Context: an optimization exercise on an open-source flow, tuned for small area, a short achievable clock period and few clock cycles. The choices shown serve that exercise and are no tape-out recipe. Where RTL was checked, it was by simulation tests only, not by an equivalence proof against the original.

## before
## voxel_ray_traversal_unit
module voxel_ray_traversal_unit (
    input  wire logic        clk,
    input  wire logic        rst_n,
    input  wire logic        start,
    output logic             busy,
    input  wire logic        voxel_size_we,
    input  wire logic [4:0]  voxel_size,
    input  wire logic [15:0] start_x,
    input  wire logic [15:0] start_y,
    input  wire logic [15:0] start_z,
    input  wire logic [15:0] end_x,
    input  wire logic [15:0] end_y,
    input  wire logic [15:0] end_z,
    output logic             voxel_valid,
    output logic [7:0]       voxel_x,
    output logic [7:0]       voxel_y,
    output logic [7:0]       voxel_z,
    output logic             last_voxel_flag,
    output logic             truncated
);
Size in the first run: about 450 flip-flops, about 130 I/O pins, ~42000 sq um of cells after synthesis.
Settings: LEC_CHECK=0, CAP_MARGIN=20, CORE_MARGIN=2, CORE_UTILIZATION=40, SLEW_MARGIN=20; clock period 8.0 ns.
run.sh (not shown) runs the stock make flow with config.mk's settings and CLKGATE_MAP_FILE= SYNTH_SCRIPT=/design/flow/synth_recipe.tcl, a recipe that flattens the netlist after the stock synthesis.
The inputs of after differ from those of before as listed below.
Settings: an added SETUP_SLACK_MARGIN of 3.5.
Findings:
Total half-perimeter wirelength after legalization and detailed placement of after is on par with before. Comparing after and before, the higher final cell count was measured on after. Reported for after and before, number of buffers on the longest clock path turned out identical to the last digit.
No run of this note included a check of the RTL's function; only the layout flow was run.

---

Another version of the RTL of voxel_ray_traversal_unit (not shown whole).
For scale: about 4900 cells after synthesis, roughly 810 flip-flops, roughly 130 I/O pins, ~48000 sq um of cells after synthesis.
Settings: LEC_CHECK=0, CAP_MARGIN=30, CORE_MARGIN=2, CORE_UTILIZATION=40, CTS_BUF_LIST=sky130_fd_sc_hd__clkbuf_8, CTS_CLUSTER_SIZE=20, SETUP_SLACK_MARGIN=4.7, SLEW_MARGIN=30; clock period 8.0 ns.
The starting point went through all stages and came out clean.
Change:
- CORE_UTILIZATION: 40 -> 60
Result: The changed run went through all stages and came out clean. Die area came out lower by 33%. Cell count shrinks by 8.3%. Hold slack hardly moves. Routed wire length is higher by 1.1%. Worst setup slack degrades by 0.030 ns. Clock skew falls by 0.023 ns.
Change:
- CORE_UTILIZATION: 60 -> 40
- CTS_BUF_LIST: sky130_fd_sc_hd__clkbuf_8 -> unset
- CTS_CLUSTER_SIZE: 20 -> unset
- TNS_END_PERCENT: unset -> 5
The changed run produced a clean layout; via count decreases by 4.8%; synthesized area is unchanged; die area came out higher by 49%; wire length came out lower by 3.7%; design area came out lower by 0.91%; sequential cell count is unchanged; core utilization falls by 24 points; sequential share of layout area went up by 0.28 points; setup slack is better by 0.0081 ns; maximum frequency hardly moves.
Change:
- TNS_END_PERCENT: 5 -> unset
Fmax is higher slightly.
Count of clock-buffer cells in the layout rises by 1.
Global-route usage is higher by 0.20 points.
Die area stays the same.
Final area goes up by a few percent.
Wire length came out higher by a few percent.
Hold slack stays flat.
Sequential cell count does not change.
Synthesized cell count stays the same.
Worst setup slack gets better by 0.041 ns.
No functional check of the RTL was part of any run of this note.

---

Another version of the RTL of voxel_ray_traversal_unit (not shown whole).
For scale: roughly 810 flip-flops.
export LEC_CHECK = 0
export CAP_MARGIN = 30
export CORE_MARGIN = 2
export CORE_UTILIZATION = 40
export CTS_CLUSTER_DIAMETER = 60
export CTS_CLUSTER_SIZE = 20
export SETUP_SLACK_MARGIN = 4.7
export SLEW_MARGIN = 30
export TNS_END_PERCENT = 5
create_clock -name core_clock -period 8.0 [get_ports {clk}]
standard.sh (not shown) runs the stock make flow with config.mk's settings and CLKGATE_MAP_FILE= SYNTH_SCRIPT=/design/flow/synth_recipe.tcl, a recipe that flattens the netlist after the stock synthesis.
==> flow/flow/run.sh <==
#!/bin/bash
# The standard layout (standard.sh), with the port buffers that
# buffer_ports inserts made as sky130_fd_sc_hd__buf_4 instead of the
# library's smallest buffer (a slow delay cell).  Every port is still
# buffered.  The full output goes to standard.log.
set -euo pipefail
export BUFFER_PORTS_ARGS="-buffer_cell sky130_fd_sc_hd__buf_4"
bash standard.sh > standard.log 2>&1
Testbench counts at the start, summed over its fixed seeds: cycles 14,374.
Then changed:
- SETUP_SLACK_MARGIN: 4.7 -> 5.0
Effect: Clock skew drops by 15 ps. Critical path depth does not change. Worst setup slack got worse by 140 ps. Cell area climbs slightly. Die area is unchanged. Final cell count rose slightly.
Then changed:
- CORE_UTILIZATION: 40 -> 50
- SETUP_SLACK_MARGIN: 5.0 -> 4.7
Outcome: Routed wire length drops by a few percent; setup slack degrades by 10 ps; cell area drops slightly; fmax hardly moves; critical path depth stays the same.
Then changed:
- CORE_UTILIZATION: 50 -> 40
- CTS_CLUSTER_DIAMETER: 60 -> unset
- CTS_CLUSTER_SIZE: 20 -> unset
Outcome:
- The new run completed with no timing, DRC or antenna violations
- setup slack is better by 62 ps
- wire length climbs slightly
- core utilization fell by 11 points
- non-clock buffer count falls by 12
- register-to-register slack improves by 60 ps
- global-route usage is lower by 4.6 points
- final cell count grows by a few percent
- sequential share of layout area went down by 0.38 points
- critical path depth stays the same
- area after synthesis stays the same
- maximum frequency went up slightly
Then changed:
- CTS_CLUSTER_DIAMETER: unset -> 80
- CTS_CLUSTER_SIZE: unset -> 25
Outcome:
- setup slack degrades by 9.6 ps
- non-clock buffer count grows by 34
- critical path depth goes up by 1
- routed wire length is about the same
- core utilization falls by 0.63 points
- via count is about the same
- design area is lower by 1.4%

-- port drivers added, routing unchanged --
No port has a modelled driver above. Below, the same layouts with a new extraction and two added sets of constraints. Step 1 sets driving cells, clkbuf_16 on the clock port and buf_2 on the other inputs (assumed; they add their load-dependent delay and slew). Step 2 times the ports against the registers' clock, not the clock port: input delays grow and output delays shrink by t, the midpoint of the rising clock arrivals with the driver on. Three values: ideal ports, drivers, drivers and shift; two values: the first two.
| run | t, ns | setup slack, ns | worst hold slack (ns) | worst slew at a driven data input, ns |
|---|---|---|---|---|
| before | 0.716 | 1.032 / 1.032 / 1.032 | 0.452 / 0.452 / 0.452 | 0.09 |
| after | 0.714 | 2.570 / 2.570 / 2.570 | 0.452 / 0.452 / 0.452 | 0.08 |
| the first run of note 2 | 0.925 | 4.353 / 4.353 / 4.353 | 0.417 / 0.417 / 0.417 | 0.11 |
| the second run of note 2 | 0.876 | 4.323 / 4.323 / 4.323 | 0.419 / 0.419 / 0.419 | 0.10 |
| the third run of note 2 | 0.768 | 4.331 / 4.257 / 4.357 | 0.420 / 0.420 / 0.420 | 0.14 |
| the fourth run of note 2 | 0.755 | 4.372 / 4.372 / 4.372 | 0.418 / 0.418 / 0.418 | 0.11 |
| the first run of note 3 | 0.740 | 4.631 / 4.603 / 4.631 | 0.424 / 0.424 / 0.424 | 0.06 |
| the second run of note 3 | 0.736 | 4.489 / 4.489 / 4.489 | 0.419 / 0.419 / 0.419 | 0.06 |
| the third run of note 3 | 0.724 | 4.478 / 4.478 / 4.478 | 0.423 / 0.423 / 0.423 | 0.09 |
| the fourth run of note 3 | 0.744 | 4.541 / 4.541 / 4.541 | 0.412 / 0.412 / 0.412 | 0.06 |
| the fifth run of note 3 | 0.730 | 4.531 / 4.531 / 4.531 | 0.415 / 0.415 / 0.415 | 0.06 |
After both steps setup and hold are still met in every run listed.
